What follows belongs to an exercise in optimizing a design on an open flow for small area, a short achievable clock period and few clock cycles per item; a production flow would make more cautious choices. At most, simulation tests tie the RTL to the original design; equivalence was not proved. Only the layout flow was run in runs 1, 2 and 6; the RTL was not checked for function there. Power figures rest on the tool's default switching activity, not on a simulated workload.

==> config.mk <==
export PLATFORM = sky130hd
export DESIGN_NAME = argb_unpremultiply
export DESIGN_NICKNAME = argb_unpremultiply
export VERILOG_FILES = /design/flow/design.v
export SDC_FILE = /design/flow/constraint.sdc
export NUM_CORES = 4
export LEC_CHECK = 0
export CAP_MARGIN = 20
export CORE_MARGIN = 2
export CORE_UTILIZATION = 40
export SETUP_SLACK_MARGIN = 2.3
export SLEW_MARGIN = 20
==> constraint.sdc <==
create_clock -name core_clock -period 4.5 [get_ports {i_clk}]
set_input_delay 0.9000 -clock core_clock [delete_from_list [all_inputs] [get_ports {i_clk}]]
set_output_delay 0.9000 -clock core_clock [all_outputs]
set_load 0.01 [all_outputs]
==> design.v <==
package aup_pkg;
    localparam int CHAN_W   = 8;
    localparam int N_STAGE  = 4;
endpackage
module aup_lane (
    input  logic       i_clk,
    input  logic [7:0] i_chan,
    input  logic [7:0] i_alpha_s0,    
    input  logic [9:0] i_alpha3_s0,   
    input  logic [7:0] i_alpha_s1,    
    input  logic [9:0] i_alpha3_s1,   
    input  logic [7:0] i_alpha_s2,    
    input  logic [9:0] i_alpha3_s2,   
    input  logic [7:0] i_alpha_s3,    
    input  logic [9:0] i_alpha3_s3,   
    output logic       o_over,         
    output logic [7:0] o_q             
);
    function automatic logic [8:0] div_step(input logic [7:0] rem, input logic dbit,
                                            input logic [7:0] dvs);
        logic [8:0] ext;
        logic [8:0] dif;
        ext = {rem, dbit};
        dif = ext - {1'b0, dvs};
        div_step = dif[8] ? {1'b0, ext[7:0]} : {1'b1, dif[7:0]};
    endfunction
    function automatic logic [9:0] div_step4(input logic [7:0] rem, input logic [1:0] dbits,
                                             input logic [7:0] dvs, input logic [9:0] dvs3);
        logic [9:0]  ext;
        logic [10:0] d1, d2, d3;
        ext = {rem, dbits};
        d1  = {1'b0, ext} - {3'b0, dvs};
        d2  = {1'b0, ext} - {2'b0, dvs, 1'b0};
        d3  = {1'b0, ext} - {1'b0, dvs3};
        if (!d3[10])      div_step4 = {2'd3, d3[7:0]};
        else if (!d2[10]) div_step4 = {2'd2, d2[7:0]};
        else if (!d1[10]) div_step4 = {2'd1, d1[7:0]};
        else              div_step4 = {2'd0, ext[7:0]};
    endfunction
    logic [7:0] r_hi;
    logic       r_cz;
    always_ff @(posedge i_clk) begin
        r_hi <= i_chan - {7'd0, (i_chan != 8'd0)};
        r_cz <= (i_chan == 8'd0);
    end
    logic [7:0] r_rem1, r_sh1;
    logic       r_ov1;
    logic [7:0] r_rem2, r_sh2;
    logic       r_ov2;
    logic [7:0] r_rem3, r_sh3;
    logic       r_ov3;
    logic [7:0] w_rem1, w_sh1;
    logic       w_ov1;
    always_comb begin
        logic [8:0] st;
        logic [9:0] st4;
        w_rem1 = r_hi;
        w_sh1  = (~r_hi & {8{~r_cz}});
        st4 = div_step4(w_rem1, w_sh1[7:6], i_alpha_s0, i_alpha3_s0);
        w_rem1 = st4[7:0];
        w_sh1  = {w_sh1[5:0], st4[9:8]};
    end
    assign w_ov1 = (r_hi >= i_alpha_s0);
    always_ff @(posedge i_clk) begin
        r_rem1 <= w_rem1;
        r_sh1  <= w_sh1;
        r_ov1  <= w_ov1;
    end
    logic [7:0] w_rem2, w_sh2;
    logic       w_ov2;
    always_comb begin
        logic [8:0] st;
        logic [9:0] st4;
        w_rem2 = r_rem1;
        w_sh2  = r_sh1;
        st4 = div_step4(w_rem2, w_sh2[7:6], i_alpha_s1, i_alpha3_s1);
        w_rem2 = st4[7:0];
        w_sh2  = {w_sh2[5:0], st4[9:8]};
    end
    assign w_ov2 = r_ov1;
    always_ff @(posedge i_clk) begin
        r_rem2 <= w_rem2;
        r_sh2  <= w_sh2;
        r_ov2  <= w_ov2;
    end
    logic [7:0] w_rem3, w_sh3;
    logic       w_ov3;
    always_comb begin
        logic [8:0] st;
        logic [9:0] st4;
        w_rem3 = r_rem2;
        w_sh3  = r_sh2;
        st4 = div_step4(w_rem3, w_sh3[7:6], i_alpha_s2, i_alpha3_s2);
        w_rem3 = st4[7:0];
        w_sh3  = {w_sh3[5:0], st4[9:8]};
    end
    assign w_ov3 = r_ov2;
    always_ff @(posedge i_clk) begin
        r_rem3 <= w_rem3;
        r_sh3  <= w_sh3;
        r_ov3  <= w_ov3;
    end
    logic [7:0] w_rem4, w_sh4;
    logic       w_ov4;
    always_comb begin
        logic [8:0] st;
        logic [9:0] st4;
        w_rem4 = r_rem3;
        w_sh4  = r_sh3;
        st4 = div_step4(w_rem4, w_sh4[7:6], i_alpha_s3, i_alpha3_s3);
        w_rem4 = st4[7:0];
        w_sh4  = {w_sh4[5:0], st4[9:8]};
    end
    assign w_ov4 = r_ov3;
    assign o_q    = w_sh4;
    assign o_over = w_ov4;
endmodule
module aup_merge (
    input  logic [7:0] i_q,
    input  logic       i_zero,
    input  logic       i_over,
    output logic [7:0] o_chan
);
    assign o_chan = i_zero ? 8'd0 : (i_over ? 8'd255 : i_q);
endmodule
import aup_pkg::*;
module argb_unpremultiply (
    input  logic                             i_clk,
    input  logic                             i_rst_n,
    input  logic                             start,
    output logic                             busy,
    input  logic [aup_pkg::CHAN_W-1:0]       i_in_blue,
    input  logic [aup_pkg::CHAN_W-1:0]       i_in_green,
    input  logic [aup_pkg::CHAN_W-1:0]       i_in_red,
    input  logic [aup_pkg::CHAN_W-1:0]       i_in_alpha,
    output logic                             o_strobe,
    output logic [aup_pkg::CHAN_W-1:0]       o_out_red,
    output logic [aup_pkg::CHAN_W-1:0]       o_out_green,
    output logic [aup_pkg::CHAN_W-1:0]       o_out_blue,
    output logic [aup_pkg::CHAN_W-1:0]       o_out_alpha,
    output logic                             o_bad_premul
);
    logic [N_STAGE:0]                r_vld;
    logic [N_STAGE-1:0][CHAN_W-1:0]  r_alpha;
    logic [N_STAGE-1:0][CHAN_W+1:0]  r_alpha3;
    logic [7:0] w_q_red, w_q_green, w_q_blue;
    logic [7:0] w_c_red, w_c_green, w_c_blue;
    logic       w_ov_red, w_ov_green, w_ov_blue;
    logic       w_zero;
    assign busy = 1'b0;
    always_ff @(posedge i_clk) begin
        if (!i_rst_n) begin
            r_vld <= '0;
        end else begin
            r_vld <= {r_vld[N_STAGE-1:0], start};
        end
    end
    always_ff @(posedge i_clk) begin
        r_alpha[0] <= i_in_alpha;
        for (int k = 1; k < N_STAGE; k++) begin
            r_alpha[k] <= r_alpha[k-1];
        end
    end
    always_ff @(posedge i_clk) begin
        r_alpha3[0] <= {2'b0, i_in_alpha} + {1'b0, i_in_alpha, 1'b0};
        for (int k = 1; k < N_STAGE; k++) begin
            r_alpha3[k] <= r_alpha3[k-1];
        end
    end
    aup_lane u_red (
        .i_clk   (i_clk),
        .i_chan  (i_in_red),
        .i_alpha_s0 (r_alpha[0]),
        .i_alpha3_s0 (r_alpha3[0]),
        .i_alpha_s1 (r_alpha[1]),
        .i_alpha3_s1 (r_alpha3[1]),
        .i_alpha_s2 (r_alpha[2]),
        .i_alpha3_s2 (r_alpha3[2]),
        .i_alpha_s3 (r_alpha[3]),
        .i_alpha3_s3 (r_alpha3[3]),
        .o_over  (w_ov_red),
        .o_q     (w_q_red)
    );
    aup_lane u_green (
        .i_clk   (i_clk),
        .i_chan  (i_in_green),
        .i_alpha_s0 (r_alpha[0]),
        .i_alpha3_s0 (r_alpha3[0]),
        .i_alpha_s1 (r_alpha[1]),
        .i_alpha3_s1 (r_alpha3[1]),
        .i_alpha_s2 (r_alpha[2]),
        .i_alpha3_s2 (r_alpha3[2]),
        .i_alpha_s3 (r_alpha[3]),
        .i_alpha3_s3 (r_alpha3[3]),
        .o_over  (w_ov_green),
        .o_q     (w_q_green)
    );
    aup_lane u_blue (
        .i_clk   (i_clk),
        .i_chan  (i_in_blue),
        .i_alpha_s0 (r_alpha[0]),
        .i_alpha3_s0 (r_alpha3[0]),
        .i_alpha_s1 (r_alpha[1]),
        .i_alpha3_s1 (r_alpha3[1]),
        .i_alpha_s2 (r_alpha[2]),
        .i_alpha3_s2 (r_alpha3[2]),
        .i_alpha_s3 (r_alpha[3]),
        .i_alpha3_s3 (r_alpha3[3]),
        .o_over  (w_ov_blue),
        .o_q     (w_q_blue)
    );
    assign w_zero = (r_alpha[N_STAGE-1] == '0);
    aup_merge u_m_red   (.i_q(w_q_red),   .i_zero(w_zero), .i_over(w_ov_red),   .o_chan(w_c_red));
    aup_merge u_m_green (.i_q(w_q_green), .i_zero(w_zero), .i_over(w_ov_green), .o_chan(w_c_green));
    aup_merge u_m_blue  (.i_q(w_q_blue),  .i_zero(w_zero), .i_over(w_ov_blue),  .o_chan(w_c_blue));
    always_ff @(posedge i_clk) begin
        o_out_red    <= w_c_red;
        o_out_green  <= w_c_green;
        o_out_blue   <= w_c_blue;
        o_out_alpha  <= r_alpha[N_STAGE-1];
        o_bad_premul <= ~w_zero & (w_ov_red | w_ov_green | w_ov_blue);
    end
    assign o_strobe = r_vld[N_STAGE];
endmodule
==> run.sh <==
#!/bin/bash
# synth_recipe.tcl (not shown) runs the flow's synth.tcl, then flattens the netlist and writes it again
# the make line also repeats each setting of config.mk as NAME=value (left out here)
make -C /OpenROAD-flow-scripts/flow DESIGN_CONFIG=/design/flow/config.mk WORK_HOME=/design/flow/orfs CLKGATE_MAP_FILE= SYNTH_SCRIPT=/design/flow/synth_recipe.tcl finish
==> flow_metrics.tcl, run 1 <==
set metrics [dict create \
    drc_errors 0 \
    finalPower_mw 16.9 \
    synthDistinctLibCells 83 \
    floorplan.initialDensity_pct 40.6 \
    clockBufferDepth 3 \
    antenna_found_initial 0 \
    top_regs "r_alpha3 x36, r_alpha x32" \
    seq_area_frac_synth_pct 29.5 \
    synthArstFlopShare_pct 0 \
    synth-edff-count 0 \
    seqCellArea_um2 5850 \
    die_h_um 224 \
    synthFlopType "dfxtp_1" \
    grt_pass1_wl_um 92600 \
    clk_latency_ps 560 \
    nets 2846 \
    core_area_um2 47700 \
    peakVddDrop_mv 0.291 \
    power_frac_seq_pct 23.6 \
    min_path_type "reg -> reg" \
    synth_area_um2 19400 \
    nFillCells 4154 \
    num_io_pins 70 \
    cts_made_buffers 35 \
    swShare_pct 41.4 \
    cp-startpoint "r_alpha[17]" \
    hold_viol_final 0 \
    p_per_area_nw_per_um2 639 \
    max_freq_ghz 0.390 \
    post-place-ws_ps 1330 \
    p_clk_share_pct 18.6 \
    via_per_inst 5.52 \
    hp-start "u_blue.r_ov2" \
    slew_violations 0 \
    comb_power_share_pct 57.8 \
    critPathArrivalTime_ps 3000 \
    setup_ws_ps 1940 \
    vias 17100 \
    grt_overflow 0 \
    ys_seq_elements 286 \
    crit-reg2reg-launch "r_alpha[17]" \
    largest_register_ffs 36 \
    rsz0062_at_grt "yes" \
    layout_common_cells "264 x ha_1, 240 x dfxtp_1, 165 x buf_4, 163 x nor2_1, 137 x inv_1" \
    clk_pin_slew_worst_paths_ps 60 \
    synth_area_per_cell_um2 8.96 \
    worstSetupStartpointType "flip-flop" \
    period_share_pct 56.9 \
    cts_sinks 286 \
    grt_pass1_vias 17300 \
    syn_inst 2164 \
    worstSetupEndpointType "flip-flop" \
    total_leakage_power_nw 11.5 \
    tritoncts "done" \
    intPower_mw 9.90 \
    fin_util_pct 55.3 \
    cp.required_ps 4940 \
    die-area_um2 50200 \
    fin_worst_skew_ps 17.7 \
    ctsHtreeMaxLevel 2 \
    drt_iter0_markers 877 \
    routed_wl_um 60700 \
    clockRootBuffer "clkbuf_16" \
    synth_warnings 2 \
    grt_usage_pct 23.5 \
    areaGrowthSynthToFinish_pct 36.3 \
    cp_max_fo 7 \
    dpl.hpwl_um 43000 \
    post_drt_wl_per_cell_um 19.6 \
    multi_input_area_um2 15100 \
    relSlewSlack_pct 50.3 \
    syn_nets 2554 \
    drt_first_pass_iters 5 \
    antenna_left 0 \
    final_common_cell "ha_1" \
    p_switching_mw 6.98 \
    period_needed_ps 2560 \
    crit_type "reg -> reg" \
    setup_viol 0 \
    diodes 0 \
    status "timing/DRC/antenna clean" \
    io_buffers 68 \
    stdcell_count 3097 \
    die_x_um 224 \
    cap_violations 0 \
    num_rows 80 \
    placedCellCount 2811 \
    grt_max_degree 22 \
    tns_ps 0 \
    drive_gt1_share_pct 28.3 \
    regMostFlops "r_alpha3" \
    gp_congestion 0.901 \
    worst_pin_slew_ps 744 \
]
[stage by stage]
| step | instance area (µm²) | hold WS, ps |
|---|---|---|
| 2_1_floorplan | 19900 | 310 |
| 3_3_place_gp | 21100 | 311 |
| 3_5_place_dp | 21100 | 312 |
| 4_1_cts | 25000 | 321 |
| 5_1_grt | 26400 | 331 |
| 6_report | 26400 | 323 |
[cells in the mapped netlist, types with 6 or more instances]
cell / number / area share, %
ha_1: 333 / 21
or3_1: 16 / 0.52
fa_1: 22 / 2.3
nor3_1: 42 / 1.1
o31ai_1: 7 / 0.27
a21o_1: 57 / 2.2
a22oi_1: 6 / 0.23
xnor2_1: 84 / 3.8
clkbuf_1: 21 / 0.41
and2_1: 8 / 0.26
nand3_1: 24 / 0.62
o21ai_0: 121 / 3.1
o21a_1: 46 / 1.8
o21bai_1: 30 / 1.2
and4b_1: 7 / 0.36
xor2_1: 54 / 2.4
nor2b_1: 28 / 0.90
mux2i_1: 46 / 2.4
inv_1: 175 / 3.4
nor4_1: 22 / 0.71
a2111oi_0: 10 / 0.45
and3_1: 10 / 0.32
buf_2: 9 / 0.23
nand2_1: 98 / 1.9
a31oi_1: 16 / 0.52
o221ai_1: 18 / 0.81
o31a_1: 8 / 0.36
a21oi_1: 168 / 4.3
nand2b_1: 52 / 1.7
a211o_1: 12 / 0.54
a211oi_1: 25 / 0.97
a31o_2: 6 / 0.27
nor2_1: 171 / 3.3
o211ai_1: 19 / 0.74
or2_2: 10 / 0.32
dfxtp_1: 286 / 30
[area by class of cell]
| cell class | count | area share (%) |
|---|---|---|
| Multi-Input combinational cell | 1672 | 57.2 |
| Sequential cell | 286 | 22.1 |
| Timing Repair Buffer | 286 | 10.1 |
| Clock buffer | 42 | 3.65 |
| Tap cell | 615 | 2.91 |
| Inverter | 175 | 2.81 |
| Clock inverter | 21 | 1.25 |
[worst max-delay path: stages, from the launching register on]
cell,delay [ps]
dfxtp_2,350
clkinvlp_4,110
buf_12,150
fa_2,390
a21o_1,210
nand3_2,100
a31oi_4,100
or3_4,420
o21a_4,180
mux2i_1,130
a222oi_1,300
[final timing paths]
check,endpoint,slack [ps],depth (start not counted)
setup / recovery,u_blue.r_rem3[1],1940,10
hold / removal,u_blue.r_ov3,320,0
setup reg to reg,u_blue.r_rem3[1],1940,10
hold reg to reg,u_blue.r_ov3,320,0
[per-layer routing]
layer | vias up | global-route usage (%) | share of wire (%)
met2 | 432 | 41.3 | 48
met5 | - | 0 | 0
met1 | 8079 | 28.4 | 43
li1 | 8432 | - | -
met3 | 167 | 2.83 | 3.8
met4 | 0 | 11.2 | 5.1
[power groups by stage]
stage	registers (mW)	clock network, mW	logic [mW]
2_1_floorplan	3.65	0	5.80
3_3_place_gp	3.98	0	7.18
3_5_place_dp	3.99	0	7.32
4_1_cts	3.95	3.21	8.70
5_1_grt	4.05	3.31	10.7
6_report	3.99	3.14	9.76
[repair_timing]
| item | 4_1_cts | 5_1_grt |
|---|---|---|
| hold buffers | 0 | 0 |
| buffers inserted | 142 | 72 |
| resized for setup | 336 | 197 |
| cloned | 8 | 1 |
| pin swaps | 110 | 125 |
| endpoints found under the setup margin | 139 | 97 |
[cell families after synthesis]
group,synth area share (%)
other cells,0.0193
simple gates,12.9
flops,29.5
mux,2.61
xor+xnor,6.23
compound gates,20.7
buf+inv,4.30
fa+ha+maj,23.8
==> run 2, diff against run 1 <==
--- a/design.v
+++ b/design.v
@@ -2,3 +2,3 @@
     localparam int CHAN_W   = 8;
-    localparam int N_STAGE  = 4;
+    localparam int N_STAGE  = 5;
 endpackage
@@ -15,2 +15,4 @@
     input  logic [9:0] i_alpha3_s3,   
+    input  logic [7:0] i_alpha_s4,    
+    input  logic [9:0] i_alpha3_s4,   
     output logic       o_over,         
@@ -39,7 +41,13 @@
     endfunction
+    logic [7:0] r_c;
+    always_ff @(posedge i_clk) begin
+        r_c <= i_chan;
+    end
     logic [7:0] r_hi;
     logic       r_cz;
-    always_ff @(posedge i_clk) begin
-        r_hi <= i_chan - {7'd0, (i_chan != 8'd0)};
-        r_cz <= (i_chan == 8'd0);
+    logic       r_ov0;
+    always_ff @(posedge i_clk) begin
+        r_hi  <= r_c - {7'd0, (r_c != 8'd0)};
+        r_cz  <= (r_c == 8'd0);
+        r_ov0 <= (r_c > i_alpha_s0);
     end
@@ -58,3 +66,3 @@
         w_sh1  = (~r_hi & {8{~r_cz}});
-        st4 = div_step4(w_rem1, w_sh1[7:6], i_alpha_s0, i_alpha3_s0);
+        st4 = div_step4(w_rem1, w_sh1[7:6], i_alpha_s1, i_alpha3_s1);
         w_rem1 = st4[7:0];
@@ -62,3 +70,3 @@
     end
-    assign w_ov1 = (r_hi >= i_alpha_s0);
+    assign w_ov1 = r_ov0;
     always_ff @(posedge i_clk) begin
@@ -75,3 +83,3 @@
         w_sh2  = r_sh1;
-        st4 = div_step4(w_rem2, w_sh2[7:6], i_alpha_s1, i_alpha3_s1);
+        st4 = div_step4(w_rem2, w_sh2[7:6], i_alpha_s2, i_alpha3_s2);
         w_rem2 = st4[7:0];
@@ -92,3 +100,3 @@
         w_sh3  = r_sh2;
-        st4 = div_step4(w_rem3, w_sh3[7:6], i_alpha_s2, i_alpha3_s2);
+        st4 = div_step4(w_rem3, w_sh3[7:6], i_alpha_s3, i_alpha3_s3);
         w_rem3 = st4[7:0];
@@ -109,3 +117,3 @@
         w_sh4  = r_sh3;
-        st4 = div_step4(w_rem4, w_sh4[7:6], i_alpha_s3, i_alpha3_s3);
+        st4 = div_step4(w_rem4, w_sh4[7:6], i_alpha_s4, i_alpha3_s4);
         w_rem4 = st4[7:0];
@@ -180,2 +188,4 @@
         .i_alpha3_s3 (r_alpha3[3]),
+        .i_alpha_s4 (r_alpha[4]),
+        .i_alpha3_s4 (r_alpha3[4]),
         .o_over  (w_ov_red),
@@ -194,2 +204,4 @@
         .i_alpha3_s3 (r_alpha3[3]),
+        .i_alpha_s4 (r_alpha[4]),
+        .i_alpha3_s4 (r_alpha3[4]),
         .o_over  (w_ov_green),
@@ -208,2 +220,4 @@
         .i_alpha3_s3 (r_alpha3[3]),
+        .i_alpha_s4 (r_alpha[4]),
+        .i_alpha3_s4 (r_alpha3[4]),
         .o_over  (w_ov_blue),
==> flow/run.sh (new file) <==
#!/bin/bash
# The standard layout, with two synthesis changes: adders are left to ABC
# (no fa/ha cell mapping), and ABC maps for delay with flow/abc.script.
set -euo pipefail
export MY_ABC_SCRIPT=$PWD/flow/abc.script
bash standard.sh ADDER_MAP_FILE= SYNTH_SCRIPT=$PWD/flow/my_synth.tcl finish > standard_flow.log 2>&1
==> flow/abc.script (new file) <==
strash
dch
map -D 1200
topo
stime -c
buffer -c
upsize -c
dnsize -c
==> flow/my_synth.tcl (new file) <==
# The standard flow's synthesis script (synth_recipe.tcl), with ABC run on flow/abc.script
proc synth {args} { yosys synth -nofsm -noshare {*}$args }
proc abc {args} {
  set i [lsearch -exact $args -script]
  if { $i >= 0 } { lset args [expr {$i + 1}] $::env(MY_ABC_SCRIPT) }
  yosys abc {*}$args
}
source $::env(SCRIPTS_DIR)/synth.tcl
# left out here: clear keep_hierarchy, flatten, clean up, hide names made inside functions, write 1_2_yosys.v
==> standard.sh (new file) <==
#!/bin/bash
# synth_recipe.tcl (not shown) runs the flow's synth.tcl, then flattens the netlist and writes it again
# the make line also repeats each setting of config.mk as NAME=value (left out here)
make -C /OpenROAD-flow-scripts/flow DESIGN_CONFIG=/design/flow/config.mk WORK_HOME=/design/flow/orfs CLKGATE_MAP_FILE= SYNTH_SCRIPT=/design/flow/synth_recipe.tcl "${@:-finish}"
--- a/config.mk
+++ b/config.mk
@@ -10,3 +10,3 @@
 export CORE_UTILIZATION = 40
-export SETUP_SLACK_MARGIN = 2.3
+export SETUP_SLACK_MARGIN = 2.6
 export SLEW_MARGIN = 20
removed: run.sh
==> run 2 against run 1 <==
Effect of this change: hold slack about the same; critical path depth is 2 higher; synthesized cell count grew 37%; clock power grew 2%; maximum frequency up 21%; clock skew shrank 6.3 ps; clock-buffer cell count rose by 11; sequential share of layout area up 2.1 points; via count is 35% higher; worst setup slack better by 440 ps; still clean on timing, DRC and antenna; global-route usage increased by 7.1 points.
==> flow_metrics.tcl, run 2 <==
set metrics [dict create \
    clockBufferDepth 3 \
    tns_ps 0 \
    routed_wl_um 82200 \
    max_freq_ghz 0.471 \
    grt_max_degree 15 \
    timing.critical_path.buf_inv 1 \
    clk_latency_ps 570 \
    gp_congestion 1.01 \
    worst_pin_slew_ps 957 \
    seq_area_frac_synth_pct 34.1 \
    total_leakage_power_nw 12.5 \
    worstSetupStartpointType "flip-flop" \
    synthDistinctLibCells 75 \
    fin_util_pct 60.4 \
    syn_inst 2956 \
    critical-path-top-delay-family "simple AND/OR/NAND/NOR gates" \
    crit_chain "clkinvlp_4 > nand2_2 > nand2_2 > nor2_1 > nand2_1 > o211ai_1 > a31o_2 > nand2_2 > nand3_4 > nand3b_1 > a22oi_2 > o21ai_1" \
    layout_common_cells "533 x nor2_1, 418 x nand2_1, 307 x buf_4, 254 x inv_1, 196 x dfxtp_1" \
    dpl.hpwl_um 56000 \
    synth_compound_area_share_pct 21.4 \
    io_buffers 68 \
    cap_violations 0 \
    period_needed_ps 2120 \
    largest_register_ffs 45 \
    final_common_cell "nor2_1" \
    p_per_area_nw_per_um2 590 \
    drt_iter0_markers 1864 \
    synthArstFlopShare_pct 0 \
    hold_slack_ps 323 \
    clk_pin_slew_worst_paths_ps 60 \
    synthXorXnorAreaFrac_pct 5.86 \
    crit_type "reg -> reg" \
    synthFlopType "dfxtp_1" \
    p_clk_share_pct 18.7 \
    synth_top_area_share_pct 34.1 \
    status "timing/DRC/antenna clean" \
    syn_nets 2991 \
    synth_top_family_by_area "simple AND/OR/NAND/NOR gates" \
    synth_common_cells "732 x nor2_1, 518 x nand2_1, 331 x dfxtp_1" \
    min_path_type "reg -> reg" \
    slew_violations 0 \
    antenna_left 0 \
    synth_warnings 2 \
    relSlewSlack_pct 36.1 \
    via_per_inst 5.68 \
    drc_errors 0 \
    core_area_um2 47800 \
    die_x_um 224 \
    synth_area_um2 19400 \
    cts_sinks 331 \
    top_regs "r_alpha3 x45, r_alpha x40" \
    synth_area_per_cell_um2 6.57 \
    grt_usage_pct 30.6 \
    synth_top_cell_by_area "dfxtp_1" \
    regMostFlops "r_alpha3" \
    peakVddDrop_mv 0.297 \
    tritoncts "done" \
    nets 3456 \
    grt_overflow 0 \
    comb_power_share_pct 54.1 \
    worstSetupEndpointType "flip-flop" \
    synth_fa_ha_area_share_pct 0 \
    die_h_um 224 \
    yosys.area_share.simple_pct 30.7 \
    drt_first_pass_iters 8 \
    rsz0062_at_grt "yes" \
    antenna_found_initial 2 \
    fin_worst_skew_ps 11.4 \
    synth.area.top_cells "dfxtp_1 34%, nor2_1 14%, nand2_1 10%, inv_1 6.1%, a21oi_1 4.3%" \
    die-area_um2 50300 \
    cp.required_ps 4940 \
    floorplan.initialDensity_pct 40.6 \
    hold_buffers 0 \
    period_share_pct 47.2 \
    num_io_pins 70 \
    setup_viol 0 \
    critPathArrivalTime_ps 2570 \
    synth-edff-count 0 \
    ys_seq_elements 331 \
    hold_viol_final 0 \
    grt_pass1_vias 21700 \
    p_switching_mw 7.70 \
    num_rows 80 \
    synthMuxAreaShare_pct 0 \
    slowest_stage "dfxtp_4" \
    intPower_mw 9.35 \
    ctsHtreeMaxLevel 2 \
    post_drt_wl_per_cell_um 20.2 \
    clockRootBuffer "clkbuf_16" \
    vias 23100 \
    drive_gt1_share_pct 39.2 \
    yosys.cell_count.top_type "nor2_1" \
    cpPeakStageDelay_ps 370 \
    swShare_pct 45.2 \
    cp_max_fo 7 \
    power_frac_seq_pct 27.2 \
    areaGrowthSynthToFinish_pct 48.8 \
    grt_pass1_wl_um 120000 \
    path_common_cell "nand2_2" \
    cts_made_buffers 38 \
]
-- run 2: area by class of cell --
cell class / count / area [µm²]
diodes: 1 / 2.50
well taps: 615 / 769
repair inverters: 2 / 15.0
clock buffers: 53 / 1110
flip-flops and latches: 331 / 7000
inverters: 356 / 1530
multi-input cells: 2247 / 14500
clock inverters: 16 / 188
fillers: 4186 / 18900
repair buffers: 445 / 3760
-- run 2: power groups by stage --
stage               sequential [mW]  combinational, mW  clock (mW)
floorplan                      4.03               4.58           0
global placement               4.53               5.91           0
detailed placement             4.52               5.94           0
CTS                            4.54               7.77        3.25
global route                   4.65               9.95        3.38
finish                         4.63               9.22        3.19
-- run 2: worst paths after layout --
kind	start	to	slack, ps	cells past startpoint
setup / recovery	r_alpha[18]	u_green.r_rem2[7]	2380	12
hold / removal	r_alpha3[4]	r_alpha3[14]	320	0
setup reg to reg	r_alpha[18]	u_green.r_rem2[7]	2380	12
hold reg to reg	r_alpha3[4]	r_alpha3[14]	320	0
-- run 2: cell families (layout without fill, tap and decap cells) --
| group | after synthesis | in the layout |
|---|---|---|
| XOR/XNOR | 130 | 130 |
| other | 1 | 2 |
| AO/OA/AOI/OAI | 640 | 648 |
| buffers and inverters | 388 | 872 |
| flip-flops | 331 | 331 |
| AND/OR/NAND/NOR | 1466 | 1468 |
-- run 2: through the flow --
step / power, mW / area [µm²] / cells / setup WS [ps]
after CTS: 15.6 / 26500 / 3941 / 2390
after global routing: 18.0 / 28900 / 4065 / 2260
final: 17.0 / 28900 / 4066 / 2380
after detailed placement: 10.5 / 20700 / 3610 / 1580
after global placement: 10.4 / 20700 / 3609 / 1570
after floorplan: 8.61 / 19400 / 2956 / 2590
-- run 2: worst register-to-register path, stage by stage (launching register included) --
cell,delay [ps]
dfxtp_4,370
clkinvlp_4,230
nand2_2,160
nand2_2,70
nor2_1,120
nand2_1,70
o211ai_1,140
a31o_2,270
nand2_2,80
nand3_4,130
nand3b_1,130
a22oi_2,140
o21ai_1,90
-- run 2: what timing repair did --
action | CTS | global route
endpoints found under the setup margin | 136 | 136
pin swaps | 209 | 251
buffers inserted | 250 | 123
gates resized for setup | 921 | 417
cloned | 12 | 1
-- run 2: routing by layer --
layer / share of wire (%) / up-vias / global-route usage, %
met2: 47 / 1213 / 51.9
met1: 37 / 10700 / 35.2
met5: 0.030 / - / 0
li1: - / 10700 / -
met4: 8.4 / 4 / 21.6
met3: 7.5 / 442 / 4.77
==> run 3, diff against run 2 <==
--- a/design.v
+++ b/design.v
@@ -2,3 +2,3 @@
     localparam int CHAN_W   = 8;
-    localparam int N_STAGE  = 5;
+    localparam int N_STAGE  = 9;
 endpackage
@@ -8,11 +8,10 @@
     input  logic [7:0] i_alpha_s0,    
-    input  logic [9:0] i_alpha3_s0,   
     input  logic [7:0] i_alpha_s1,    
-    input  logic [9:0] i_alpha3_s1,   
     input  logic [7:0] i_alpha_s2,    
-    input  logic [9:0] i_alpha3_s2,   
     input  logic [7:0] i_alpha_s3,    
-    input  logic [9:0] i_alpha3_s3,   
     input  logic [7:0] i_alpha_s4,    
-    input  logic [9:0] i_alpha3_s4,   
+    input  logic [7:0] i_alpha_s5,    
+    input  logic [7:0] i_alpha_s6,    
+    input  logic [7:0] i_alpha_s7,    
+    input  logic [7:0] i_alpha_s8,    
     output logic       o_over,         
@@ -59,2 +58,10 @@
     logic       r_ov3;
+    logic [7:0] r_rem4, r_sh4;
+    logic       r_ov4;
+    logic [7:0] r_rem5, r_sh5;
+    logic       r_ov5;
+    logic [7:0] r_rem6, r_sh6;
+    logic       r_ov6;
+    logic [7:0] r_rem7, r_sh7;
+    logic       r_ov7;
     logic [7:0] w_rem1, w_sh1;
@@ -66,5 +73,5 @@
         w_sh1  = (~r_hi & {8{~r_cz}});
-        st4 = div_step4(w_rem1, w_sh1[7:6], i_alpha_s1, i_alpha3_s1);
-        w_rem1 = st4[7:0];
-        w_sh1  = {w_sh1[5:0], st4[9:8]};
+        st = div_step(w_rem1, w_sh1[7], i_alpha_s1);
+        w_rem1 = st[7:0];
+        w_sh1  = {w_sh1[6:0], st[8]};
     end
@@ -83,5 +90,5 @@
         w_sh2  = r_sh1;
-        st4 = div_step4(w_rem2, w_sh2[7:6], i_alpha_s2, i_alpha3_s2);
-        w_rem2 = st4[7:0];
-        w_sh2  = {w_sh2[5:0], st4[9:8]};
+        st = div_step(w_rem2, w_sh2[7], i_alpha_s2);
+        w_rem2 = st[7:0];
+        w_sh2  = {w_sh2[6:0], st[8]};
     end
@@ -100,5 +107,5 @@
         w_sh3  = r_sh2;
-        st4 = div_step4(w_rem3, w_sh3[7:6], i_alpha_s3, i_alpha3_s3);
-        w_rem3 = st4[7:0];
-        w_sh3  = {w_sh3[5:0], st4[9:8]};
+        st = div_step(w_rem3, w_sh3[7], i_alpha_s3);
+        w_rem3 = st[7:0];
+        w_sh3  = {w_sh3[6:0], st[8]};
     end
@@ -117,9 +124,77 @@
         w_sh4  = r_sh3;
-        st4 = div_step4(w_rem4, w_sh4[7:6], i_alpha_s4, i_alpha3_s4);
-        w_rem4 = st4[7:0];
-        w_sh4  = {w_sh4[5:0], st4[9:8]};
+        st = div_step(w_rem4, w_sh4[7], i_alpha_s4);
+        w_rem4 = st[7:0];
+        w_sh4  = {w_sh4[6:0], st[8]};
     end
     assign w_ov4 = r_ov3;
-    assign o_q    = w_sh4;
-    assign o_over = w_ov4;
+    always_ff @(posedge i_clk) begin
+        r_rem4 <= w_rem4;
+        r_sh4  <= w_sh4;
+        r_ov4  <= w_ov4;
+    end
+    logic [7:0] w_rem5, w_sh5;
+    logic       w_ov5;
+    always_comb begin
+        logic [8:0] st;
+        logic [9:0] st4;
+        w_rem5 = r_rem4;
+        w_sh5  = r_sh4;
+        st = div_step(w_rem5, w_sh5[7], i_alpha_s5);
+        w_rem5 = st[7:0];
+        w_sh5  = {w_sh5[6:0], st[8]};
+    end
+    assign w_ov5 = r_ov4;
+    always_ff @(posedge i_clk) begin
+        r_rem5 <= w_rem5;
+        r_sh5  <= w_sh5;
+        r_ov5  <= w_ov5;
+    end
+    logic [7:0] w_rem6, w_sh6;
+    logic       w_ov6;
+    always_comb begin
+        logic [8:0] st;
+        logic [9:0] st4;
+        w_rem6 = r_rem5;
+        w_sh6  = r_sh5;
+        st = div_step(w_rem6, w_sh6[7], i_alpha_s6);
+        w_rem6 = st[7:0];
+        w_sh6  = {w_sh6[6:0], st[8]};
+    end
+    assign w_ov6 = r_ov5;
+    always_ff @(posedge i_clk) begin
+        r_rem6 <= w_rem6;
+        r_sh6  <= w_sh6;
+        r_ov6  <= w_ov6;
+    end
+    logic [7:0] w_rem7, w_sh7;
+    logic       w_ov7;
+    always_comb begin
+        logic [8:0] st;
+        logic [9:0] st4;
+        w_rem7 = r_rem6;
+        w_sh7  = r_sh6;
+        st = div_step(w_rem7, w_sh7[7], i_alpha_s7);
+        w_rem7 = st[7:0];
+        w_sh7  = {w_sh7[6:0], st[8]};
+    end
+    assign w_ov7 = r_ov6;
+    always_ff @(posedge i_clk) begin
+        r_rem7 <= w_rem7;
+        r_sh7  <= w_sh7;
+        r_ov7  <= w_ov7;
+    end
+    logic [7:0] w_rem8, w_sh8;
+    logic       w_ov8;
+    always_comb begin
+        logic [8:0] st;
+        logic [9:0] st4;
+        w_rem8 = r_rem7;
+        w_sh8  = r_sh7;
+        st = div_step(w_rem8, w_sh8[7], i_alpha_s8);
+        w_rem8 = st[7:0];
+        w_sh8  = {w_sh8[6:0], st[8]};
+    end
+    assign w_ov8 = r_ov7;
+    assign o_q    = w_sh8;
+    assign o_over = w_ov8;
 endmodule
@@ -152,3 +227,2 @@
     logic [N_STAGE-1:0][CHAN_W-1:0]  r_alpha;
-    logic [N_STAGE-1:0][CHAN_W+1:0]  r_alpha3;
     logic [7:0] w_q_red, w_q_green, w_q_blue;
@@ -171,8 +245,2 @@
     end
-    always_ff @(posedge i_clk) begin
-        r_alpha3[0] <= {2'b0, i_in_alpha} + {1'b0, i_in_alpha, 1'b0};
-        for (int k = 1; k < N_STAGE; k++) begin
-            r_alpha3[k] <= r_alpha3[k-1];
-        end
-    end
     aup_lane u_red (
@@ -181,11 +249,10 @@
         .i_alpha_s0 (r_alpha[0]),
-        .i_alpha3_s0 (r_alpha3[0]),
         .i_alpha_s1 (r_alpha[1]),
-        .i_alpha3_s1 (r_alpha3[1]),
         .i_alpha_s2 (r_alpha[2]),
-        .i_alpha3_s2 (r_alpha3[2]),
         .i_alpha_s3 (r_alpha[3]),
-        .i_alpha3_s3 (r_alpha3[3]),
         .i_alpha_s4 (r_alpha[4]),
-        .i_alpha3_s4 (r_alpha3[4]),
+        .i_alpha_s5 (r_alpha[5]),
+        .i_alpha_s6 (r_alpha[6]),
+        .i_alpha_s7 (r_alpha[7]),
+        .i_alpha_s8 (r_alpha[8]),
         .o_over  (w_ov_red),
@@ -197,11 +264,10 @@
         .i_alpha_s0 (r_alpha[0]),
-        .i_alpha3_s0 (r_alpha3[0]),
         .i_alpha_s1 (r_alpha[1]),
-        .i_alpha3_s1 (r_alpha3[1]),
         .i_alpha_s2 (r_alpha[2]),
-        .i_alpha3_s2 (r_alpha3[2]),
         .i_alpha_s3 (r_alpha[3]),
-        .i_alpha3_s3 (r_alpha3[3]),
         .i_alpha_s4 (r_alpha[4]),
-        .i_alpha3_s4 (r_alpha3[4]),
+        .i_alpha_s5 (r_alpha[5]),
+        .i_alpha_s6 (r_alpha[6]),
+        .i_alpha_s7 (r_alpha[7]),
+        .i_alpha_s8 (r_alpha[8]),
         .o_over  (w_ov_green),
@@ -213,11 +279,10 @@
         .i_alpha_s0 (r_alpha[0]),
-        .i_alpha3_s0 (r_alpha3[0]),
         .i_alpha_s1 (r_alpha[1]),
-        .i_alpha3_s1 (r_alpha3[1]),
         .i_alpha_s2 (r_alpha[2]),
-        .i_alpha3_s2 (r_alpha3[2]),
         .i_alpha_s3 (r_alpha[3]),
-        .i_alpha3_s3 (r_alpha3[3]),
         .i_alpha_s4 (r_alpha[4]),
-        .i_alpha3_s4 (r_alpha3[4]),
+        .i_alpha_s5 (r_alpha[5]),
+        .i_alpha_s6 (r_alpha[6]),
+        .i_alpha_s7 (r_alpha[7]),
+        .i_alpha_s8 (r_alpha[8]),
         .o_over  (w_ov_blue),
--- a/config.mk
+++ b/config.mk
@@ -10,3 +10,3 @@
 export CORE_UTILIZATION = 40
-export SETUP_SLACK_MARGIN = 2.6
+export SETUP_SLACK_MARGIN = 1.8
 export SLEW_MARGIN = 20
==> run 3 against run 2 <==
Effect of this change: still clean on timing, DRC and antenna; via count shrank 30%; utilization shrank 14 points; hold slack lost 15 ps; register-to-register slack lost 330 ps; clock skew grew 22 ps; clock-buffer cell count grew 22; maximum frequency shrank 13%; global-route usage shrank 12 points; critical endpoint is now u_red.r_rem1[5]; largest cell class is now sequential cells.
==> flow_metrics.tcl, run 3 <==
set metrics [dict create \
    clk_pin_slew_worst_paths_ps 60 \
    critical-path-top-delay-family "simple AND/OR/NAND/NOR gates" \
    peakVddDrop_mv 0.348 \
    ctsHtreeMaxLevel 2 \
    drive_gt1_share_pct 6.44 \
    slew_violations 0 \
    core_area_um2 52200 \
    clockRootBuffer "clkbuf_16" \
    regMostFlops "r_alpha" \
    post_drt_wl_per_cell_um 14.3 \
    syn_nets 2633 \
    final_common_cell "nor2_1" \
    ys_seq_elements 526 \
    synthMuxAreaShare_pct 0 \
    die_h_um 233 \
    setup_ws_ps 2050 \
    synth_compound_area_share_pct 12.1 \
    io_buffers 68 \
    seq_area_frac_synth_pct 50.1 \
    floorplan.initialDensity_pct 40.2 \
    relSlewSlack_pct 31.5 \
    period_needed_ps 2450 \
    synth_top_family_by_area "simple AND/OR/NAND/NOR gates" \
    synth_top_cell_by_area "dfxtp_1" \
    antenna_found_initial 0 \
    grt_max_degree 26 \
    cp-startpoint "r_alpha[11]" \
    tns_ps 0 \
    largest_register_ffs 72 \
    syn_inst 2598 \
    drt_iter0_markers 910 \
    cts_sinks 526 \
    cts_made_buffers 54 \
    dpl.hpwl_um 38700 \
    drc_errors 0 \
    hp-start "u_red.r_sh6[0]" \
    hold_slack_ps 308 \
    rsz0062_at_grt "no" \
    diodes 0 \
    synthXorXnorAreaFrac_pct 8.93 \
    tritoncts "done" \
    grt_overflow 0 \
    cp_max_fo 17 \
    areaGrowthSynthToFinish_pct 15.0 \
    routed_wl_um 48800 \
    grt_usage_pct 18.3 \
    crit_chain "nor2_1 > nor2_2 > inv_1 > o31ai_4 > nand3_1 > nand2_2 > xor2_4 > nand2_1 > o21ai_1" \
    grt_pass1_vias 15400 \
    num_io_pins 70 \
    layout_common_cells "711 x nor2_1, 526 x dfxtp_1, 300 x inv_1, 247 x nand2_1, 154 x o21ai_1" \
    synth_area_per_cell_um2 8.09 \
    synthDistinctLibCells 53 \
    worst_pin_slew_ps 1030 \
    p_per_area_nw_per_um2 753 \
    timing.critical_path.buf_inv 1 \
    gp_congestion 0.882 \
    total_leakage_power_nw 10.7 \
    cpPeakStageDelay_ps 520 \
    cap_violations 0 \
    antenna_left 0 \
    top_regs "r_alpha x72, r_vld x10" \
    crit-reg2reg-launch "r_alpha[11]" \
    nets 2727 \
    synth_warnings 2 \
    die_x_um 233 \
    min_path_type "reg -> reg" \
    post-place-ws_ps 1890 \
    grt_pass1_wl_um 78400 \
    synth-edff-count 0 \
    period_share_pct 54.4 \
    postCtsSetupBuffers 0 \
    max_freq_ghz 0.408 \
    yosys.area_share.simple_pct 22.2 \
    setup_viol 0 \
    clk_latency_ps 630 \
    hold_viol_final 0 \
    synth.area.top_cells "dfxtp_1 50%, nor2_1 13%, inv_1 5.4%, nand2_1 4.4%, xor2_1 4.0%" \
    synthFlopType "dfxtp_1" \
    clockBufferDepth 3 \
    crit_type "reg -> reg" \
    cp.required_ps 4980 \
    synth_fa_ha_area_share_pct 0.0476 \
    worstSetupStartpointType "flip-flop" \
    yosys.cell_count.top_type "nor2_1" \
    drt_first_pass_iters 5 \
    synthArstFlopShare_pct 0 \
    synth_common_cells "711 x nor2_1, 526 x dfxtp_1, 300 x inv_1" \
    status "timing/DRC/antenna clean" \
    vias 16100 \
    critPathArrivalTime_ps 2930 \
    synth_top_area_share_pct 50.1 \
    die-area_um2 54400 \
    synth_area_um2 21000 \
    fin_worst_skew_ps 33.4 \
    num_rows 84 \
    via_per_inst 4.71 \
    slowest_stage "dfxtp_1" \
    worstSetupEndpointType "flip-flop" \
]
## run 3: cell types whose count changed in the layout (fill, tap and decap cells not counted), sizes merged, moves of 29 or more
cell / change
buf: -410
nand2: -269
dfxtp: +195
a21oi: -64
a31oi: -53
o21ai: +52
o211ai: -51
clkdlybuf4s50: +38
inv: -38
nor2: -35
a22oi: -29
## run 3: timing repair
item                       4_1_cts  5_1_grt
hold buffers                     0        0
setup endpoints to repair        0       10
resized for setup                0        2
## run 3: layer usage
metal	wire length [µm]	global-route usage, %	up-vias
met5	0	0	-
met4	1920	7.70	0
met3	1830	3.03	101
met2	23600	32.2	292
met1	21500	21.9	7227
li1	-	-	8489
## run 3: worst paths after layout
path | end | cells past startpoint | slack, ps
max reg2reg | u_red.r_rem1[5] | 9 | 2050
max | u_red.r_rem1[5] | 9 | 2050
min | u_red.r_sh7[1] | 0 | 310
min reg2reg | u_red.r_sh7[1] | 0 | 310
## run 3: logic make-up after synthesis
| logic type | Yosys count |
|---|---|
| simple gates | 1141 |
| compound gates | 420 |
| xor+xnor | 172 |
| flops | 526 |
| other cells | 1 |
| fa+ha+maj | 1 |
| buf+inv | 337 |
## run 3: cell type report
class / count / area (µm²)
Fill cell: 5029 / 28100
Sequential cell: 526 / 10500
Multi-Input combinational cell: 1735 / 9140
Clock buffer: 75 / 1550
Inverter: 306 / 1150
Tap cell: 688 / 861
Timing Repair Buffer: 69 / 688
Clock inverter: 24 / 267
## run 3: report_power, final
| part | leakage, nW | internal (mW) | total [mW] | switching (mW) |
|---|---|---|---|---|
| Sequential | 4.43 | 6.08 | 6.85 | 0.775 |
| Combinational | 5.37 | 2.73 | 6.92 | 4.19 |
| Clock | 0.885 | 2.55 | 4.43 | 1.88 |
## run 3: per-stage QoR
| stage | cells | area [µm²] | power [mW] | util (%) |
|---|---|---|---|---|
| finish | 3423 | 24200 | 18.2 | 46.3 |
| global placement | 3324 | 22300 | 13.8 | 42.8 |
| global route | 3423 | 24200 | 19.6 | 46.3 |
| CTS | 3423 | 24200 | 18.4 | 46.3 |
| detailed placement | 3324 | 22300 | 13.9 | 42.8 |
| floorplan | 2598 | 21000 | 12.3 | - |
Testbench counts of run 3, summed over its fixed seeds: cycles 18,054, items 18,000.
==> run 4, diff against run 3 <==
--- a/config.mk
+++ b/config.mk
@@ -10,3 +10,3 @@
 export CORE_UTILIZATION = 40
-export SETUP_SLACK_MARGIN = 1.8
+export SETUP_SLACK_MARGIN = 2.6
 export SLEW_MARGIN = 20
==> run 4 against run 3 <==
Effect of this change: worst setup slack better by 470 ps; hold slack better by 2.2 ps; sequential share of layout area decreased by 6.0 points; synthesized cell count stayed put; critical path type unchanged; largest power group unchanged.
==> flow_metrics.tcl, run 4 <==
set metrics [dict create \
    seq_area_frac_synth_pct 50.1 \
    tns_ps 0 \
    synthDistinctLibCells 53 \
    fin_worst_skew_ps 34.7 \
    syn_inst 2598 \
    period_needed_ps 1980 \
    peakVddDrop_mv 0.350 \
    post_drt_wl_per_cell_um 15.6 \
    hold_path_depth 0 \
    clockBufferDepth 3 \
    worstReg2RegEnd "u_red.r_rem1[7]" \
    grt_pass1_wl_um 81400 \
    cp_max_fo 8 \
    grt_usage_pct 18.9 \
    tritoncts "done" \
    gp_congestion 0.882 \
    place_area_um2 22300 \
    clk_latency_ps 640 \
    m1WireLength_um 23200 \
    largest_register_ffs 72 \
    top_regs "r_alpha x72, r_vld x10" \
    synth_area_per_cell_um2 8.09 \
    routed_wl_um 55700 \
    nFillCells 4624 \
    final_common_cell "nor2_1" \
    period_share_pct 44.0 \
    grt_max_degree 26 \
    grt_pass1_vias 15900 \
    die_h_um 233 \
    synth.area.top_cells "dfxtp_1 50%, nor2_1 13%, inv_1 5.4%, nand2_1 4.4%, xor2_1 4.0%" \
    rr_worst_depth 11 \
    areaGrowthSynthToFinish_pct 36.0 \
    drive_gt1_share_pct 34.4 \
    hold_viol_final 0 \
    post-place-ws_ps 1890 \
    crit-reg2reg-launch "r_alpha[11]" \
    design_area_um2 28600 \
    worstSetupStartpointType "flip-flop" \
    status "timing/DRC/antenna clean" \
    synthFlopType "dfxtp_1" \
    clockRootBuffer "clkbuf_16" \
    ys_seq_elements 526 \
    floorplan.initialDensity_pct 40.2 \
    die_x_um 233 \
    reg2reg_slack_ps 2520 \
    io_buffers 68 \
    total_leakage_power_nw 12.0 \
    wl_met3_um 2160 \
    die-area_um2 54400 \
    diodes 0 \
    clk_pin_slew_worst_paths_ps 60 \
    ctsHtreeMaxLevel 2 \
    syn_nets 2633 \
    yosys.cell_count.top_type "nor2_1" \
    antenna_left 0 \
    multi_input_area_um2 11700 \
    num_rows 84 \
    finalPower_mw 22.4 \
    regMostFlops "r_alpha" \
    cts_made_buffers 54 \
    synth_common_cells "711 x nor2_1, 526 x dfxtp_1, 300 x inv_1" \
    synth_area_um2 21000 \
    synth_top_area_share_pct 50.1 \
    wl_met2_um 28300 \
    critPathArrivalTime_ps 2510 \
    cap_violations 0 \
    cts_sinks 526 \
    top_layer "met4" \
    drt_first_pass_iters 5 \
    relSlewSlack_pct 32.9 \
    worstSetupEndpointType "flip-flop" \
    crit_type "reg -> reg" \
    rsz0062_at_grt "yes" \
    num_io_pins 70 \
    p_per_area_nw_per_um2 783 \
    setup_viol 0 \
    drt_iter0_markers 825 \
    hold_slack_ps 311 \
    min_path_type "reg -> reg" \
    synth-edff-count 0 \
    hold_end "u_red.r_sh7[1]" \
    drc_errors 0 \
    seqCellArea_um2 10700 \
    worst_pin_slew_ps 1010 \
    cp.required_ps 5030 \
    synthArstFlopShare_pct 0 \
    via_per_inst 4.84 \
    max_freq_ghz 0.505 \
    core_area_um2 52200 \
    setup_ws_ps 2520 \
    nets 2874 \
    hp-start "u_red.r_sh6[0]" \
    dpl.hpwl_um 38700 \
    grt_overflow 0 \
    layout_common_cells "461 x nor2_1, 432 x dfxtp_1, 243 x inv_1, 192 x nand2_1, 161 x nor2_2" \
    antenna_found_initial 0 \
    vias 17300 \
    synth_top_cell_by_area "dfxtp_1" \
    synth_warnings 2 \
    slew_violations 0 \
]
run 4: cell counts after synthesis:
Identical to the previous run, type by type.
run 4: logic make-up after synthesis:
family / count (synthesis) / synth area share [%]
xor gates and xnor gates: 172 / 8.93
DFF: 526 / 50.1
other: 1 / 0.0178
adders and majority gates: 1 / 0.0476
and+or+nand+nor: 1141 / 22.2
AOI/OAI and AO/OA: 420 / 12.1
buffers and inverters: 337 / 6.58
run 4: layer usage:
metal  vias up  track usage [%]
met3       117             2.83
met2       355             33.9
met1      8022             22.5
met5         -                0
li1       8795                -
met4         0             7.44
run 4: worst max-delay path by stage:
stage                        start               end  slack [ps]  cells after the start
detailed placement     r_alpha[11]  u_blue.r_rem1[3]        1890                      9
finish                 r_alpha[11]   u_red.r_rem1[7]        2520                     11
global placement       r_alpha[11]  u_blue.r_rem1[0]        1990                      9
CTS                 o_out_green[7]    o_out_green[7]        2480                      1
floorplan              r_alpha[10]  u_blue.r_rem1[3]        2680                      8
global route           r_alpha[11]   u_red.r_rem1[7]        2440                     11
run 4: final cells by class:
class	count	area share [%]
inverter	306	4.21
clock inverter	24	0.932
tap	688	3.01
multi-input combinational	1735	40.8
sequential	526	37.6
timing repair buffer	216	8.02
clock buffer	75	5.42
run 4: per-stage QoR:
stage | std cells | utilization, %
2_1_floorplan | 2598 | -
3_3_place_gp | 3324 | 42.8
3_5_place_dp | 3324 | 42.8
4_1_cts | 3474 | 48.4
5_1_grt | 3570 | 54.7
6_report | 3570 | 54.7
run 4: what timing repair did:
action,CTS,global route
resized for setup,347,692
hold buffers,0,0
cloned,3,18
setup endpoints to repair,223,213
setup buffers,48,78
pin swaps,51,123
run 4: worst max-delay path, cell delays in order (launching register included):
cell     delay, ps
dfxtp_4        390
inv_6          100
nor2_4          40
nor2_4         150
inv_2           70
o31ai_4        270
nand3_1        120
nand2_2        120
xor2_4         240
buf_12         190
nor2_4          40
a21oi_2        140
run 4: power breakdown:
group	switching, mW	internal [mW]
Combinational	5.81	5.13
Sequential	0.897	6.09
Clock	1.91	2.55
==> run 5, diff against run 4 <==
--- a/config.mk
+++ b/config.mk
@@ -10,2 +10,3 @@
 export CORE_UTILIZATION = 40
+export CTS_BUF_LIST = sky130_fd_sc_hd__clkbuf_4 sky130_fd_sc_hd__clkbuf_8
 export SETUP_SLACK_MARGIN = 2.6
==> run 5 against run 4 <==
Effect of this change: still clean; non-clock buffer count up 16; via count grew 1.8%; flip-flop and latch count stayed put; synthesized area stayed put; clock-buffer cell count up 59; die area unchanged; hold slack improved by 2.0 ps; clock power up 4%; utilization grew 1.2 points; sequential power about the same; routed wire length is 3.2% higher; worst setup slack lost 49 ps; critical endpoint is now o_out_alpha[3]; largest cell class unchanged.
==> flow_metrics.tcl, run 5 <==
set metrics [dict create \
    grt_overflow 0 \
    grt.busiest_layer "met2" \
    hold_buffers 0 \
    crit_type "reg -> out" \
    drive_gt1_share_pct 38.7 \
    synth_area_um2 21000 \
    clockBufferDepth 3 \
    seq_area_frac_synth_pct 50.1 \
    die-area_um2 54400 \
    worstSetupEndpointType "output port" \
    total_leakage_power_nw 12.3 \
    synthDistinctLibCells 53 \
    clockRootBuffer "clkbuf_8" \
    routed_wl_um 57500 \
    drc_errors 0 \
    synth_top_family_by_area "simple AND/OR/NAND/NOR gates" \
    clk_pin_slew_worst_paths_ps 60 \
    yosys.cell_count.top_type "nor2_1" \
    cts_sinks 526 \
    gp_congestion 0.882 \
    place_area_um2 22300 \
    crit-reg2reg-launch "r_alpha[30]" \
    grt_pass1_wl_um 82600 \
    floorplan.initialDensity_pct 40.2 \
    relSlewSlack_pct 35.4 \
    period_share_pct 45.1 \
    grt_usage_pct 19.2 \
    period_needed_ps 2030 \
    nFillCells 4626 \
    num_io_pins 70 \
    cap_violations 0 \
    post-place-ws_ps 1890 \
    syn_inst 2598 \
    synth_warnings 2 \
    grt_pass1_vias 16200 \
    cp_max_fo 1 \
    grt_use_met2_pct 34.0 \
    rsz0062_at_grt "yes" \
    timing.critical_path.buf_inv 1 \
    hold_viol_final 0 \
    hp-start "u_red.r_sh3[5]" \
    critPathArrivalTime_ps 1130 \
    regMostFlops "r_alpha" \
    ctsHtreeMaxLevel 3 \
    synth_compound_area_share_pct 12.1 \
    cpPeakStageDelay_ps 310 \
    clk_latency_ps 690 \
    cp-startpoint "o_out_alpha[3]" \
    areaGrowthSynthToFinish_pct 38.8 \
    tritoncts "done" \
    via_per_inst 4.83 \
    syn_nets 2633 \
    dpl.hpwl_um 38700 \
    worst_pin_slew_ps 968 \
    synthArstFlopShare_pct 0 \
    synth.area.top_cells "dfxtp_1 50%, nor2_1 13%, inv_1 5.4%, nand2_1 4.4%, xor2_1 4.0%" \
    design_area_um2 29200 \
    synth_common_cells "711 x nor2_1, 526 x dfxtp_1, 300 x inv_1" \
    diodes 0 \
    antenna_left 0 \
    min_path_type "reg -> reg" \
    setup_ws_ps 2470 \
    synth_area_per_cell_um2 8.09 \
    synth-edff-count 0 \
    peakVddDrop_mv 0.289 \
    largest_register_ffs 72 \
    status "timing/DRC/antenna clean" \
    vias 17600 \
    synthXorXnorAreaFrac_pct 8.93 \
    synth_fa_ha_area_share_pct 0.0476 \
    layout_common_cells "456 x nor2_1, 431 x dfxtp_1, 236 x inv_1, 167 x nand2_1, 152 x nor2_2" \
    slew_violations 0 \
    yosys.area_share.simple_pct 22.2 \
    core_area_um2 52200 \
    final_common_cell "nor2_1" \
    top_regs "r_alpha x72, r_vld x10" \
    ys_seq_elements 526 \
    nets 2922 \
    met3_usage_pct 3.03 \
    synth_top_cell_by_area "dfxtp_1" \
    gr-usage-met1_pct 22.7 \
    synthMuxAreaShare_pct 0 \
    drt_first_pass_iters 7 \
    crit_chain "buf_2" \
    critical-path-top-delay-family "flip-flops" \
    die_h_um 233 \
    num_rows 84 \
    cp.required_ps 3600 \
    tns_ps 0 \
    fin_worst_skew_ps 33.7 \
    antenna_found_initial 0 \
    synth_top_area_share_pct 50.1 \
    die_x_um 233 \
    synthFlopType "dfxtp_1" \
    max_freq_ghz 0.493 \
    setup_viol 0 \
    post_drt_wl_per_cell_um 15.8 \
    grt_max_degree 26 \
    worstSetupStartpointType "flip-flop" \
    cts_made_buffers 86 \
    slowest_stage "dfxtp_1" \
    p_per_area_nw_per_um2 804 \
    drt_iter0_markers 855 \
    io_buffers 68 \
]
## run 5: cell counts after synthesis
No cell type changed its count.
## run 5: layout make-up
| type | count | area (µm²) | area share (%) |
|---|---|---|---|
| tap | 688 | 861 | 2.95 |
| multi-input combinational | 1735 | 11900 | 40.9 |
| clock buffer | 134 | 1680 | 5.74 |
| inverter | 306 | 1210 | 4.15 |
| clock inverter | 22 | 285 | 0.977 |
| sequential | 526 | 10700 | 36.8 |
| timing repair buffer | 232 | 2480 | 8.48 |
## run 5: final timing paths
check	endpoint	slack, ps	cells after the start
worst max-delay path	o_out_alpha[3]	2470	1
worst min-delay path	u_red.r_sh4[6]	310	0
worst max register to register	u_red.r_rem3[6]	2520	10
worst min register to register	u_red.r_sh4[6]	310	0
## run 5: routing by layer
metal,routed length [µm],up-vias
met5,0,-
met4,2370,0
met3,2060,143
met2,28900,368
met1,24200,8186
li1,-,8899
## run 5: kinds of logic after synthesis
| family | count (synthesis) |
|---|---|
| xor+xnor | 172 |
| compound gates | 420 |
| fa+ha+maj | 1 |
| other cells | 1 |
| flops | 526 |
| buf+inv | 337 |
| simple gates | 1141 |
## run 5: what timing repair did
action	CTS	global route
pin swaps	49	152
cloned	3	21
endpoints found under the setup margin	223	213
resized for setup	360	772
buffers inserted	50	89
## run 5: per-stage QoR
| stage | hold WS [ps] | power (mW) | utilization, % | cells |
|---|---|---|---|---|
| 2_1_floorplan | 310 | 12.3 | - | 2598 |
| 3_3_place_gp | 310 | 13.8 | 42.8 | 3324 |
| 3_5_place_dp | 312 | 13.9 | 42.8 | 3324 |
| 4_1_cts | 307 | 20.0 | 48.7 | 3533 |
| 5_1_grt | 322 | 24.9 | 55.9 | 3643 |
| 6_report | 313 | 23.5 | 55.9 | 3643 |
## run 5: where the power goes
part           internal, mW  leakage [nW]  total [mW]  switching (mW)
sequential             6.09          4.45        7.00           0.914
clock                  2.68          1.04        4.63            1.95
combinational          5.60          6.84        11.8            6.24
total                  14.4          12.3        23.5            9.10
==> run 6, diff against run 5 <==
--- a/design.v
+++ b/design.v
@@ -2,3 +2,3 @@
     localparam int CHAN_W   = 8;
-    localparam int N_STAGE  = 9;
+    localparam int N_STAGE  = 8;
 endpackage
@@ -15,3 +15,2 @@
     input  logic [7:0] i_alpha_s7,    
-    input  logic [7:0] i_alpha_s8,    
     output logic       o_over,         
@@ -27,26 +26,7 @@
     endfunction
-    function automatic logic [9:0] div_step4(input logic [7:0] rem, input logic [1:0] dbits,
-                                             input logic [7:0] dvs, input logic [9:0] dvs3);
-        logic [9:0]  ext;
-        logic [10:0] d1, d2, d3;
-        ext = {rem, dbits};
-        d1  = {1'b0, ext} - {3'b0, dvs};
-        d2  = {1'b0, ext} - {2'b0, dvs, 1'b0};
-        d3  = {1'b0, ext} - {1'b0, dvs3};
-        if (!d3[10])      div_step4 = {2'd3, d3[7:0]};
-        else if (!d2[10]) div_step4 = {2'd2, d2[7:0]};
-        else if (!d1[10]) div_step4 = {2'd1, d1[7:0]};
-        else              div_step4 = {2'd0, ext[7:0]};
-    endfunction
-    logic [7:0] r_c;
-    always_ff @(posedge i_clk) begin
-        r_c <= i_chan;
-    end
     logic [7:0] r_hi;
     logic       r_cz;
-    logic       r_ov0;
-    always_ff @(posedge i_clk) begin
-        r_hi  <= r_c - {7'd0, (r_c != 8'd0)};
-        r_cz  <= (r_c == 8'd0);
-        r_ov0 <= (r_c > i_alpha_s0);
+    always_ff @(posedge i_clk) begin
+        r_hi <= i_chan - {7'd0, (i_chan != 8'd0)};
+        r_cz <= (i_chan == 8'd0);
     end
@@ -70,6 +50,5 @@
         logic [8:0] st;
-        logic [9:0] st4;
         w_rem1 = r_hi;
         w_sh1  = (~r_hi & {8{~r_cz}});
-        st = div_step(w_rem1, w_sh1[7], i_alpha_s1);
+        st = div_step(w_rem1, w_sh1[7], i_alpha_s0);
         w_rem1 = st[7:0];
@@ -77,3 +56,3 @@
     end
-    assign w_ov1 = r_ov0;
+    assign w_ov1 = (r_hi >= i_alpha_s0);
     always_ff @(posedge i_clk) begin
@@ -87,6 +66,5 @@
         logic [8:0] st;
-        logic [9:0] st4;
         w_rem2 = r_rem1;
         w_sh2  = r_sh1;
-        st = div_step(w_rem2, w_sh2[7], i_alpha_s2);
+        st = div_step(w_rem2, w_sh2[7], i_alpha_s1);
         w_rem2 = st[7:0];
@@ -104,6 +82,5 @@
         logic [8:0] st;
-        logic [9:0] st4;
         w_rem3 = r_rem2;
         w_sh3  = r_sh2;
-        st = div_step(w_rem3, w_sh3[7], i_alpha_s3);
+        st = div_step(w_rem3, w_sh3[7], i_alpha_s2);
         w_rem3 = st[7:0];
@@ -121,6 +98,5 @@
         logic [8:0] st;
-        logic [9:0] st4;
         w_rem4 = r_rem3;
         w_sh4  = r_sh3;
-        st = div_step(w_rem4, w_sh4[7], i_alpha_s4);
+        st = div_step(w_rem4, w_sh4[7], i_alpha_s3);
         w_rem4 = st[7:0];
@@ -138,6 +114,5 @@
         logic [8:0] st;
-        logic [9:0] st4;
         w_rem5 = r_rem4;
         w_sh5  = r_sh4;
-        st = div_step(w_rem5, w_sh5[7], i_alpha_s5);
+        st = div_step(w_rem5, w_sh5[7], i_alpha_s4);
         w_rem5 = st[7:0];
@@ -155,6 +130,5 @@
         logic [8:0] st;
-        logic [9:0] st4;
         w_rem6 = r_rem5;
         w_sh6  = r_sh5;
-        st = div_step(w_rem6, w_sh6[7], i_alpha_s6);
+        st = div_step(w_rem6, w_sh6[7], i_alpha_s5);
         w_rem6 = st[7:0];
@@ -172,6 +146,5 @@
         logic [8:0] st;
-        logic [9:0] st4;
         w_rem7 = r_rem6;
         w_sh7  = r_sh6;
-        st = div_step(w_rem7, w_sh7[7], i_alpha_s7);
+        st = div_step(w_rem7, w_sh7[7], i_alpha_s6);
         w_rem7 = st[7:0];
@@ -189,6 +162,5 @@
         logic [8:0] st;
-        logic [9:0] st4;
         w_rem8 = r_rem7;
         w_sh8  = r_sh7;
-        st = div_step(w_rem8, w_sh8[7], i_alpha_s8);
+        st = div_step(w_rem8, w_sh8[7], i_alpha_s7);
         w_rem8 = st[7:0];
@@ -256,3 +228,2 @@
         .i_alpha_s7 (r_alpha[7]),
-        .i_alpha_s8 (r_alpha[8]),
         .o_over  (w_ov_red),
@@ -271,3 +242,2 @@
         .i_alpha_s7 (r_alpha[7]),
-        .i_alpha_s8 (r_alpha[8]),
         .o_over  (w_ov_green),
@@ -286,3 +256,2 @@
         .i_alpha_s7 (r_alpha[7]),
-        .i_alpha_s8 (r_alpha[8]),
         .o_over  (w_ov_blue),
==> run.sh (new file) <==
#!/bin/bash
# synth_recipe.tcl (not shown) runs the flow's synth.tcl, then flattens the netlist and writes it again
# the make line also repeats each setting of config.mk as NAME=value (left out here)
make -C /OpenROAD-flow-scripts/flow DESIGN_CONFIG=/design/flow/config.mk WORK_HOME=/design/flow/orfs CLKGATE_MAP_FILE= SYNTH_SCRIPT=/design/flow/synth_recipe.tcl finish
--- a/config.mk
+++ b/config.mk
@@ -10,4 +10,2 @@
 export CORE_UTILIZATION = 40
-export CTS_BUF_LIST = sky130_fd_sc_hd__clkbuf_4 sky130_fd_sc_hd__clkbuf_8
-export SETUP_SLACK_MARGIN = 2.6
 export SLEW_MARGIN = 20
removed: flow/run.sh
removed: flow/abc.script
removed: flow/my_synth.tcl
removed: standard.sh
==> run 6 against run 5 <==
Effect of this change: die area grew 3.8%; sequential share of layout area grew 2.3 points; register-to-register slack lost 800 ps; critical path depth grew 8; synthesized area grew 3.9%; critical endpoint is now u_blue.r_rem1[3]; clock skew shrank 15 ps; global-route usage shrank 3.0 points; first-iteration DRC count shrank 19%; synthesized cell count shrank 21%; worst setup slack lost 750 ps; final area shrank 14%.
==> flow_metrics.tcl, run 6 <==
set metrics [dict create \
    hp-start "u_red.r_sh6[2]" \
    synthDistinctLibCells 56 \
    critPathArrivalTime_ps 3260 \
    cp-startpoint "u_blue.r_cz" \
    floorplan.initialDensity_pct 40.5 \
    clockRootBuffer "clkbuf_16" \
    setup_viol 0 \
    min_path_type "reg -> reg" \
    worstSetupStartpointType "flip-flop" \
    num_io_pins 70 \
    hold_buffers 0 \
    cts_made_buffers 51 \
    antenna_left 0 \
    nets 2435 \
    cp.required_ps 4980 \
    grt_pass1_wl_um 73600 \
    drive_gt1_share_pct 7.86 \
    top_layer "met4" \
    period_needed_ps 2780 \
    tritoncts "done" \
    clk_latency_ps 600 \
    reg2reg_slack_ps 1720 \
    drc_errors 0 \
    grt_pass1_vias 14600 \
    worstReg2RegEnd "u_blue.r_rem1[3]" \
    vias 14600 \
    wl_met3_um 1440 \
    p_per_area_nw_per_um2 731 \
    yosys.area_share.simple_pct 11.8 \
    synthMuxAreaShare_pct 10.3 \
    peakVddDrop_mv 0.310 \
    synth_area_per_cell_um2 10.7 \
    hold_slack_ps 319 \
    syn_nets 2322 \
    total_leakage_power_nw 10.9 \
    ctsResizeCount 0 \
    relSlewSlack_pct 62.2 \
    crit_end "u_blue.r_rem1[3]" \
    crit_type "reg -> reg" \
    synth.area.top_cells "dfxtp_1 45%, ha_1 13%, mux2_1 5.6%, xnor2_1 2.7%, a21oi_1 2.5%" \
    postCtsSetupBuffers 0 \
    via_per_inst 5.05 \
    tns_ps 0 \
    seq_area_frac_synth_pct 44.9 \
    synth_common_cells "490 x dfxtp_1, 219 x ha_1, 140 x inv_1" \
    synth-edff-count 0 \
    status "timing/DRC/antenna clean" \
    layout_common_cells "490 x dfxtp_1, 219 x ha_1, 140 x inv_1, 111 x a21oi_1, 109 x mux2_1" \
    dpl.hpwl_um 35400 \
    regMostFlops "r_alpha" \
    antenna_found_initial 1 \
    diodes 0 \
    cts_sinks 490 \
    io_buffers 68 \
    synthXorXnorAreaFrac_pct 3.85 \
    areaGrowthSynthToFinish_pct 14.9 \
    drt_first_pass_iters 5 \
    die-area_um2 56500 \
    synth_top_cell_by_area "dfxtp_1" \
    slew_violations 0 \
    drt_iter0_markers 695 \
    grt_max_degree 26 \
    cap_violations 0 \
    synth_top_area_share_pct 44.9 \
    yosys.cell_count.top_type "dfxtp_1" \
    post_drt_wl_per_cell_um 15.7 \
    ys_seq_elements 490 \
    clockBufferDepth 3 \
    routed_wl_um 45400 \
    core_area_um2 53900 \
    largest_register_ffs 64 \
]
[run 6: cell types whose count changed after synthesis, moves of 47 or more]
cell / previous run / this run
ha_1: 0 / 219
mux2_1: 0 / 109
o21ai_1: 154 / 20
mux2i_1: 0 / 52
xor2_1: 95 / 29
inv_1: 300 / 140
nand2_1: 247 / 81
nor2_1: 711 / 101
nor2b_1: 0 / 47
[run 6: area by class of cell]
class / instances / area, µm²
flip-flops and latches: 490 / 9810
clock inverters: 28 / 335
fillers: 4949 / 28800
well taps: 696 / 871
clock buffers: 65 / 1400
inverters: 143 / 539
multi-input cells: 1405 / 11500
repair buffers: 69 / 688
[run 6: worst min-delay path by stage]
stage	endpoint	slack [ps]	cells after the start
6_report	u_red.r_sh7[3]	320	0
2_1_floorplan	u_blue.r_ov2	310	0
4_1_cts	u_red.r_sh7[3]	320	0
3_5_place_dp	u_blue.r_ov5	310	0
3_3_place_gp	u_blue.r_sh6[4]	310	0
5_1_grt	u_red.r_sh7[3]	320	0
[run 6: power by group]
part	internal, mW	total, mW	switching [mW]
sequential	5.75	6.42	0.670
clock	2.55	4.29	1.73
combinational	3.85	7.62	3.77
total	12.2	18.3	6.18
[run 6: routing by layer]
metal  vias up  GRT usage, %
met4         0          7.15
met2       271          28.8
met5         -             0
met1      6683          19.0
li1       7557             -
met3       112          2.81
[run 6: cell families after synthesis]
logic type / Yosys count
AO/OA/AOI/OAI: 397
XOR/XNOR: 96
adder cells (fa/ha/maj): 240
buffers and inverters: 152
flip-flops: 490
multiplexers: 196
other: 1
AND/OR/NAND/NOR: 475
[run 6: worst max-delay path: stages (launching register included)]
cell	delay, ps
dfxtp_1	380
or2_2	340
ha_1	220
fa_1	420
nand2b_1	210
a211oi_2	270
mux2i_1	330
nor2_4	90
inv_4	120
mux2_4	300
[run 6: through the flow]
step	worst slack (ps)	std cells	util, %	power (mW)
after detailed placement	1420	2803	43.3	14.1
final	1720	2896	46.5	18.3
after global routing	1560	2896	46.5	19.7
after CTS	1710	2896	46.5	18.5
after floorplan	1810	2047	-	12.4
after global placement	1460	2803	43.3	13.9
